Source: an optimization exercise on an open RTL-to-GDS flow (aim: small area, a short achievable clock period and few clock cycles per item). Production flows keep margins and buffers that such runs may drop.
RTL that was checked went through simulation tests only; none was proved equivalent to the original.
Power is estimated from default activity; no workload was simulated.

run 1:
Design rgb565_hsl_color_classifier, start of the top module:
module rgb565_hsl_color_classifier (
  input  logic        clk,
  input  logic        rst_n,
  input  logic        start,
  output logic        busy,
  input  logic [15:0] in_pixel,
  output logic        out_valid,
  output logic [7:0]  out_hue,
  output logic [7:0]  out_lightness,
  output logic [7:0]  out_saturation,
  output logic        out_match,
  input  logic        cfg_we,
  input  logic [2:0]  cfg_index,
  input  logic [15:0] cfg_data
);
make LEC_CHECK=0 CAP_MARGIN=20 CORE_MARGIN=2 CORE_UTILIZATION=40 PLACE_DENSITY=0.6 SETUP_SLACK_MARGIN=3.5 SLEW_MARGIN=20 finish   # period 6.0 ns
run.sh (not shown) runs the stock make flow with config.mk's settings and CLKGATE_MAP_FILE= SYNTH_SCRIPT=/design/flow/synth_recipe.tcl, a recipe that flattens the netlist after the stock synthesis.
Run 1 completed every stage of the flow, and the final layout passed the timing, design-rule and antenna checks.
[inputs] run 2 vs run 1
# run 1
export LEC_CHECK = 0
export CAP_MARGIN = 20
export CORE_MARGIN = 2
export CORE_UTILIZATION = 40
export PLACE_DENSITY = 0.6
export SETUP_SLACK_MARGIN = 3.5
export SLEW_MARGIN = 20
create_clock -name core_clock -period 6.0 [get_ports {clk}]
# run 2
export LEC_CHECK = 0
export CAP_MARGIN = 20
export CORE_MARGIN = 2
export CORE_UTILIZATION = 40
export PLACE_DENSITY = 0.6
export SETUP_SLACK_MARGIN = 4.0
export SLEW_MARGIN = 20
create_clock -name core_clock -period 6.0 [get_ports {clk}]
Results
- Run 2 finished end to end and its layout was clean on timing, DRC and antenna.
- Diff run 1 -> run 2: maximum frequency rose 0.0077 GHz; total routed wirelength rose 3400 um; relative contribution of the clock network to total power fell 1.7 points; data arrival at the endpoint of the critical path fell 90 ps; final worst setup slack rose 50 ps.
- Run 2 ended up with a lower number of gates on the worst path with buffers counted than run 1 did.
- Taking run 1 as the reference, in run 2 design area rose by 8.0%; latest clock arrival within the worst-skew pair rose by 20 ps; sequential fraction of the synthesis area neither gained nor lost much; total power increased 13%.
Function was not checked in any run of this note: the RTL went through the layout flow alone.

* * *

== run A ==
Another version of the RTL of rgb565_hsl_color_classifier (not shown whole).
Size: roughly 66 I/O pins, roughly 0.019 mm^2 of cells after synthesis.
Settings: LEC_CHECK=0, ABC_AREA=1, CAP_MARGIN=20, CORE_MARGIN=2, CORE_UTILIZATION=70, CTS_CLUSTER_DIAMETER=80, CTS_CLUSTER_SIZE=28, PLACE_DENSITY=0.8, SETUP_SLACK_MARGIN=3.75, SLEW_MARGIN=20; clock period 6.0 ns.
standard.sh (not shown) runs the stock make flow with config.mk's settings and CLKGATE_MAP_FILE= SYNTH_SCRIPT=/design/flow/synth_recipe.tcl, a recipe that flattens the netlist after the stock synthesis.
==> flow/flow/run.sh <==
#!/bin/bash
set -euo pipefail
bash standard.sh "BUFFER_PORTS_ARGS=-buffer_cell sky130_fd_sc_hd__buf_2" finish > flow_make.log 2>&1
Testbench counts of run A, summed over its fixed seeds: cycles 24,088, pixels 24,000.
Inputs modified between run A and run B:
diff --git a/flow/config.mk b/flow/config.mk
--- a/flow/config.mk
+++ b/flow/config.mk
@@ -10,7 +10,7 @@
 export CORE_MARGIN = 2
-export CORE_UTILIZATION = 70
+export CORE_UTILIZATION = 40
 export CTS_CLUSTER_DIAMETER = 80
 export CTS_CLUSTER_SIZE = 28
-export PLACE_DENSITY = 0.8
-export SETUP_SLACK_MARGIN = 3.75
+export PLACE_DENSITY = 0.6
+export SETUP_SLACK_MARGIN = 3.8
 export SLEW_MARGIN = 20
[summary]
Compared with run A, in run B via count shrank by 0.71%; clock-cell share of area grew by 0.59 points.
Run B — number of ordinary and repair buffers in the finished layout 1 lower, run A as reference
Diff run A -> run B: final period utilization climbed 0.68 points; maximum frequency dropped 1.8%; sequential cell area barely changed.
Run B: flow completed, timing, DRC and antenna clean
Run A: full flow OK, the timing, design-rule and antenna checks passed
Between run A and run B, initial core utilization decreased.
When the final numbers for run A and run B were put side by side, the remaining max-slew budget at the tightest pin turned out to be greater in run B.
## Diff of input files: run C against run B
==> flow/flow/run.sh <==
#!/bin/bash
set -euo pipefail
bash standard.sh "BUFFER_PORTS_ARGS=-buffer_cell sky130_fd_sc_hd__buf_1" finish > flow_make.log 2>&1
diff --git a/flow/config.mk b/flow/config.mk
--- a/flow/config.mk
+++ b/flow/config.mk
@@ -10,6 +10,6 @@
 export CORE_MARGIN = 2
-export CORE_UTILIZATION = 40
+export CORE_UTILIZATION = 70
 export CTS_CLUSTER_DIAMETER = 80
 export CTS_CLUSTER_SIZE = 28
-export PLACE_DENSITY = 0.6
+export PLACE_DENSITY = 0.8
 export SETUP_SLACK_MARGIN = 3.8
## What came out
Relative to run B, number of instances in the placed design has decreased by 273 in run C. Taking run B over run C, the filler cell count ratio works out to 2.2. Run C vs. run B: number of buffers created by CTS went down 13%; timing-limited maximum frequency went up about 2.3%; worst relative slew slack went down 0.17 points; met2 routed wirelength went up about 1.2%. Relative contribution of the clock network to total power in run C is 1.7 points below run B. The run with more setup slack is run C; run B has less. Looking at fraction of the cycle the final worst path needs, run C sits 0.82 points below run B. Summary: with run B as the reference, total power in run C moved down slightly.
Here is what was changed in the inputs of run D compared with run C.
==> flow/flow/run.sh <==
#!/bin/bash
set -euo pipefail
bash standard.sh "BUFFER_PORTS_ARGS=-buffer_cell sky130_fd_sc_hd__buf_2" finish > flow_make.log 2>&1
diff --git a/flow/config.mk b/flow/config.mk
--- a/flow/config.mk
+++ b/flow/config.mk
@@ -10,7 +10,7 @@
 export CORE_MARGIN = 2
-export CORE_UTILIZATION = 70
+export CORE_UTILIZATION = 40
 export CTS_CLUSTER_DIAMETER = 80
 export CTS_CLUSTER_SIZE = 28
-export PLACE_DENSITY = 0.8
-export SETUP_SLACK_MARGIN = 3.8
+export PLACE_DENSITY = 0.6
+export SETUP_SLACK_MARGIN = 3.7
 export SLEW_MARGIN = 20
[summary]
Of the two values seen for startpoint of the most critical setup path, out_hue[5] was produced by run C and out_match by run D. Run D ran to completion and came out clean on the timing, design-rule and antenna checks. Taking run C as the reference, in run D routability-driven placement congestion ratio went down about 7%; total die area went up 0.021 mm^2; non-clock buffer share of cell area went down 0.17 points. In run D, the utilization after layout came out 32 points below the value in run C. [run D vs run C] smallest setup slack after layout: lower in run D. Run C → run D: final cell count went up, wire length per cell after detailed routing went down by 7.9%, fmax decreased by 0.016 GHz relative to the old numbers, tapcell count up 80%. Compared run D vs run C, and worst supply voltage drop on vdd is down in run D. Sort run D and run C by power in sequential cells desc -> top: run C.
#### Input delta (run E over run D)
diff --git a/flow/config.mk b/flow/config.mk
--- a/flow/config.mk
+++ b/flow/config.mk
@@ -10,7 +10,7 @@
 export CORE_MARGIN = 2
-export CORE_UTILIZATION = 40
+export CORE_UTILIZATION = 70
 export CTS_CLUSTER_DIAMETER = 80
 export CTS_CLUSTER_SIZE = 28
-export PLACE_DENSITY = 0.6
-export SETUP_SLACK_MARGIN = 3.7
+export PLACE_DENSITY = 0.8
+export SETUP_SLACK_MARGIN = 3.8
 export SLEW_MARGIN = 20
==> run notes <==
Cmp run D and run E / sequential power / higher: run E. Changes observed in run E relative to run D: global placement routability congestion rose by about 5%, final clock skew fell by 0.011 ns.

[separate check: timing with driven ports]
How much do the figures lean on ideal ports? The routed layouts below were timed once more, with nothing changed but the port constraints. Step 1 (the two cells are an assumption about what drives the block):
set clk [get_ports {clk}]
set_driving_cell -lib_cell sky130_fd_sc_hd__clkbuf_16 $clk
set_driving_cell -lib_cell sky130_fd_sc_hd__buf_2 [delete_from_list [all_inputs] $clk]
Step 2, shift: input delay + t, output delay - t, t = (earliest + latest rising clock arrival at the registers) / 2. This alone moves slack from input paths to output paths. Slacks: ideal / step 1 / step 2; pairs: ideal / step 1.
run | shift t [ns] | setup slack, ns | worst setup path after step 2
run 1 | 0.619 | 3.430 / 3.430 / 2.998 | input to register
run 2 | 0.643 | 3.479 / 3.479 / 3.479 | register to register
run A | 0.573 | 3.811 / 3.761 / 3.336 | input to register
run B | 0.605 | 3.769 / 3.717 / 3.401 | input to register
run C | 0.573 | 3.819 / 3.767 / 3.340 | input to register
run D | 0.606 | 3.738 / 3.685 / 3.337 | input to register
run E | 0.573 | 3.823 / 3.774 / 3.325 | input to register
After both steps setup and hold are still met in every run listed. For run E, which loses most, drivers alone change the setup slack by -0.049 ns; drivers and shift together by -0.498 ns.
